From an optimization exercise on the open Yosys and OpenROAD flow, aimed at small area; shortcuts taken in it are not production practice.
RTL that was checked went through simulation tests only; none was proved equivalent to the original.

==> module mips_trace_capture, before the edit <==
module mips_trace_capture #(
  parameter int DEPTH      = 16,
  parameter int WORD_WIDTH = 32
) (
  input  logic                    clk,
  input  logic                    reset,
  input  logic                    capture_en,
  input  logic                    MEM_WB_RegWrite,
  input  logic [4:0]              MEM_WB_RegisterRd,
  input  logic [WORD_WIDTH-1:0]   RegWriteData,
  input  logic                    EX_MEM_MemWrite,
  input  logic [WORD_WIDTH-1:0]   EX_MEM_ALU_result,
  input  logic [WORD_WIDTH-1:0]   EX_MEM_MemWriteData,
  output logic                    trace_valid,
  input  logic                    trace_ready,
  output logic [1:0]              trace_kind,
  output logic [WORD_WIDTH-1:0]   trace_addr,
  output logic [WORD_WIDTH-1:0]   trace_data,
  output logic [mips_trace_pkg::STAMP_WIDTH-1:0] trace_stamp,
  output logic [$clog2(DEPTH):0]  fifo_count,
  output logic [15:0]             overflow_cnt
);
  localparam int AW = $clog2(DEPTH);
  localparam int CW = AW + 1;
  localparam int SW = mips_trace_pkg::STAMP_WIDTH;
  localparam int RW = 1 + 2 * WORD_WIDTH + SW;
  logic [SW-1:0]    cycle_q;
  logic             valid_q;
  logic [15:0]      ovf_q;
  logic [16:0]      ovf_sum;
  logic [AW-1:0]    rd_q, wr;
  logic [CW-1:0]    count_q;
  logic             reg_ev, mem_ev, ev0, ev1, push0, push1, do_pop, nonempty;
  logic [CW-1:0]    count_d;
  logic [1:0]       dropped;
  logic             e_mem, o_mem;
  logic [RW-1:0]    bus_e, bus_o, head;
  logic [DEPTH-1:0] wdec, wdec1, we, rsel;
  assign reg_ev = capture_en && MEM_WB_RegWrite && (MEM_WB_RegisterRd != 5'd0);
  assign mem_ev = capture_en && EX_MEM_MemWrite;
  assign ev0      = reg_ev || mem_ev;
  assign ev1      = reg_ev && mem_ev;
  assign push0    = ev0 && !count_q[AW];
  assign push1    = ev1 && !count_q[AW] && (count_q[AW-1:0] != '1);
  assign nonempty = valid_q;
  assign do_pop   = trace_ready && nonempty;
  assign wr       = rd_q + count_q[AW-1:0];
  assign e_mem = wr[0] || !reg_ev;
  assign o_mem = !wr[0] || !reg_ev;
  assign bus_e = {e_mem, EX_MEM_ALU_result[WORD_WIDTH-1:5],
                  e_mem ? EX_MEM_ALU_result[4:0] : MEM_WB_RegisterRd,
                  e_mem ? EX_MEM_MemWriteData : RegWriteData, cycle_q};
  assign bus_o = {o_mem, EX_MEM_ALU_result[WORD_WIDTH-1:5],
                  o_mem ? EX_MEM_ALU_result[4:0] : MEM_WB_RegisterRd,
                  o_mem ? EX_MEM_MemWriteData : RegWriteData, cycle_q};
  always_comb begin
    for (int i = 0; i < DEPTH; i++) begin
      wdec[i] = (wr == AW'(i));
      wdec1[i] = (wr == AW'(i - 1));
      rsel[i] = nonempty && (rd_q == AW'(i));
    end
  end
  assign we = (wdec & {DEPTH{push0}}) | (wdec1 & {DEPTH{push1}});
  trace_fifo_dual_push #(.DEPTH(DEPTH), .RW(RW)) u_fifo (
    .clk_i   (clk),
    .we_i    (we),
    .bus_e_i (bus_e),
    .bus_o_i (bus_o),
    .rsel_i  (rsel),
    .head_o  (head)
  );
  assign count_d = count_q + CW'(push0) + CW'(push1) - CW'(do_pop);
  assign dropped = {1'b0, ev0 && !push0} + {1'b0, ev1 && !push1};
  assign ovf_sum = {1'b0, ovf_q} + 17'(dropped);
  always_ff @(posedge clk or posedge reset) begin
    if (reset) begin
      cycle_q <= '0;
      ovf_q   <= '0;
      rd_q    <= '0;
      count_q <= '0;
      valid_q <= 1'b0;
    end else begin
      cycle_q <= cycle_q + 1'b1;
      ovf_q   <= ovf_sum[16] ? 16'hFFFF : ovf_sum[15:0];
      rd_q    <= rd_q + AW'(do_pop);
      count_q <= count_d;
      valid_q <= (count_d != '0);
    end
  end
  assign trace_valid  = nonempty;
  assign trace_kind   = {1'b0, head[RW-1]};
  assign trace_addr   = {head[RW-2 -: WORD_WIDTH-5] & {(WORD_WIDTH-5){head[RW-1]}},
                         head[SW+WORD_WIDTH +: 5]};
  assign trace_data   = head[SW +: WORD_WIDTH];
  assign trace_stamp  = head[SW-1:0];
  assign fifo_count   = count_q;
  assign overflow_cnt = ovf_q;
endmodule
export LEC_CHECK = 0
export CAP_MARGIN = 20
export CORE_MARGIN = 2
export CORE_UTILIZATION = 40
export SLEW_MARGIN = 20
create_clock -name core_clock -period 6.0 [get_ports {clk}]
standard.sh (not shown) runs the stock make flow with config.mk's settings and CLKGATE_MAP_FILE= SYNTH_SCRIPT=/design/flow/synth_recipe.tcl, a recipe that flattens the netlist after the stock synthesis.
==> flow/flow/run.sh <==
#!/bin/bash
# Own layout flow: standard synthesis, an area re-map of its combinational logic (registers
# untouched), then the standard ORFS layout with small port buffers and a lighter clock tree.
set -euo pipefail
cd "$(dirname "$0")/.."
W=$PWD
R=$W/orfs/results/$FLOW_PLATFORM/mips_trace_capture/base
O=$W/orfs/objects/$FLOW_PLATFORM/mips_trace_capture/base
PLAT=$FLOW_HOME/platforms/$FLOW_PLATFORM

bash standard.sh synth > $W/synth.log 2>&1

cp $R/1_2_yosys.v $R/1_2_yosys_std.v
DU=$(sed -n '/DONT_USE_CELLS/,/^$/p' $PLAT/config.mk | grep -o "sky130_fd_sc_hd__[a-z0-9_]*" | sed 's/^/-dont_use /' | tr '\n' ' ')
if LIB=$PLAT/lib/sky130_fd_sc_hd__tt_025C_1v80.lib IN=$R/1_2_yosys_std.v OUT=$R/1_2_yosys_remap.v \
   TOP=$FLOW_TOP CONSTR=$O/abc.constr ABCSCRIPT=$W/flow/area.abc DONTUSE="$DU" \
   yosys -c $W/flow/remap.tcl > $W/remap.log 2>&1; then
  cp $R/1_2_yosys_remap.v $R/1_2_yosys.v
  rm -f $R/1_synth.odb $R/1_synth.sdc
else
  echo "remap failed; keeping the standard netlist" >> $W/remap.log
fi

export BUFFER_PORTS_ARGS="-buffer_cell sky130_fd_sc_hd__buf_1"
export CTS_ARGS="-sink_clustering_enable -repair_clock_nets -dont_use_dummy_load -buf_list sky130_fd_sc_hd__clkbuf_8 -sink_clustering_size 16 -sink_clustering_max_diameter 60"
bash standard.sh finish > $W/finish.log 2>&1
==> flow/flow/area.abc <==
strash
dch
amap
topo
stime -c
==> flow/flow/remap.tcl <==
# Re-map the combinational logic of the standard synthesis netlist for area.
# Registers are black boxes here, so every register keeps its instance name and cell type.
# env: LIB IN OUT TOP CONSTR ABCSCRIPT DONTUSE
yosys -import
set lib $::env(LIB)
read_liberty -ignore_miss_func -ignore_buses $lib
blackbox sky130_fd_sc_hd__*df* sky130_fd_sc_hd__*dl* sky130_fd_sc_hd__conb_1
read_verilog $::env(IN)
hierarchy -top $::env(TOP)
tee -o $::env(OUT).before.stat stat -liberty $lib
flatten
opt_clean -purge
abc -script $::env(ABCSCRIPT) -liberty $lib -constr $::env(CONSTR) {*}$::env(DONTUSE)
opt_clean -purge
setundef -zero
hilomap -singleton -hicell sky130_fd_sc_hd__conb_1 HI -locell sky130_fd_sc_hd__conb_1 LO
splitnets
opt_clean -purge
tee -o $::env(OUT).stat stat -liberty $lib
write_verilog -noattr -noexpr -nohex -nodec $::env(OUT)
==> next run, changes <==
--- a/flow/design.v
+++ b/flow/design.v
@@ -75,9 +75,7 @@
   assign e_mem = wr[0] || !reg_ev;
   assign o_mem = !wr[0] || !reg_ev;
-  assign bus_e = {e_mem, EX_MEM_ALU_result[WORD_WIDTH-1:5],
-                  e_mem ? EX_MEM_ALU_result[4:0] : MEM_WB_RegisterRd,
+  assign bus_e = {e_mem, e_mem ? EX_MEM_ALU_result : WORD_WIDTH'(MEM_WB_RegisterRd),
                   e_mem ? EX_MEM_MemWriteData : RegWriteData, cycle_q};
-  assign bus_o = {o_mem, EX_MEM_ALU_result[WORD_WIDTH-1:5],
-                  o_mem ? EX_MEM_ALU_result[4:0] : MEM_WB_RegisterRd,
+  assign bus_o = {o_mem, o_mem ? EX_MEM_ALU_result : WORD_WIDTH'(MEM_WB_RegisterRd),
                   o_mem ? EX_MEM_MemWriteData : RegWriteData, cycle_q};
   always_comb begin
@@ -117,6 +115,5 @@
   assign trace_valid  = nonempty;
   assign trace_kind   = {1'b0, head[RW-1]};
-  assign trace_addr   = {head[RW-2 -: WORD_WIDTH-5] & {(WORD_WIDTH-5){head[RW-1]}},
-                         head[SW+WORD_WIDTH +: 5]};
+  assign trace_addr   = head[RW-2 -: WORD_WIDTH];
   assign trace_data   = head[SW +: WORD_WIDTH];
   assign trace_stamp  = head[SW-1:0];
Effect: The new run finished clean. Via count drops by 0.35%. Register-to-register slack got worse by 100 ps. Flip-flop and latch count stays the same. Cell count hardly moves. Fmax is about the same. Die area barely changes.
For the first run of this note, only the layout was checked, not whether the RTL still works.

## afterwards: timing with drivers on the ports
How much do the figures lean on ideal ports? The routed layouts below were timed once more, with nothing changed but the port constraints.
Step 1 sets driving cells, clkbuf_16 on the clock port and buf_2 on the other inputs (assumed; they add their load-dependent delay and slew).
Step 2 moves the port delays by t, midway between the first and last clock arrival at a register: inputs arrive t later, outputs are due t later. That takes back most of the time a late clock gives input paths.
Three values: ideal, step 1, step 2; two values: the first two.
run | t, ns | setup WS [ns] | worst hold slack (ns) | worst slew at a driven data input, ns
the first run | 0.823 | 0.358 / 0.288 / 0.544 | 0.554 / 0.536 / 0.554 | 0.09
the second run | 0.818 | 0.369 / 0.304 / 1.122 | 0.519 / 0.512 / 0.519 | 0.17
After both steps every run listed still meets setup and hold.
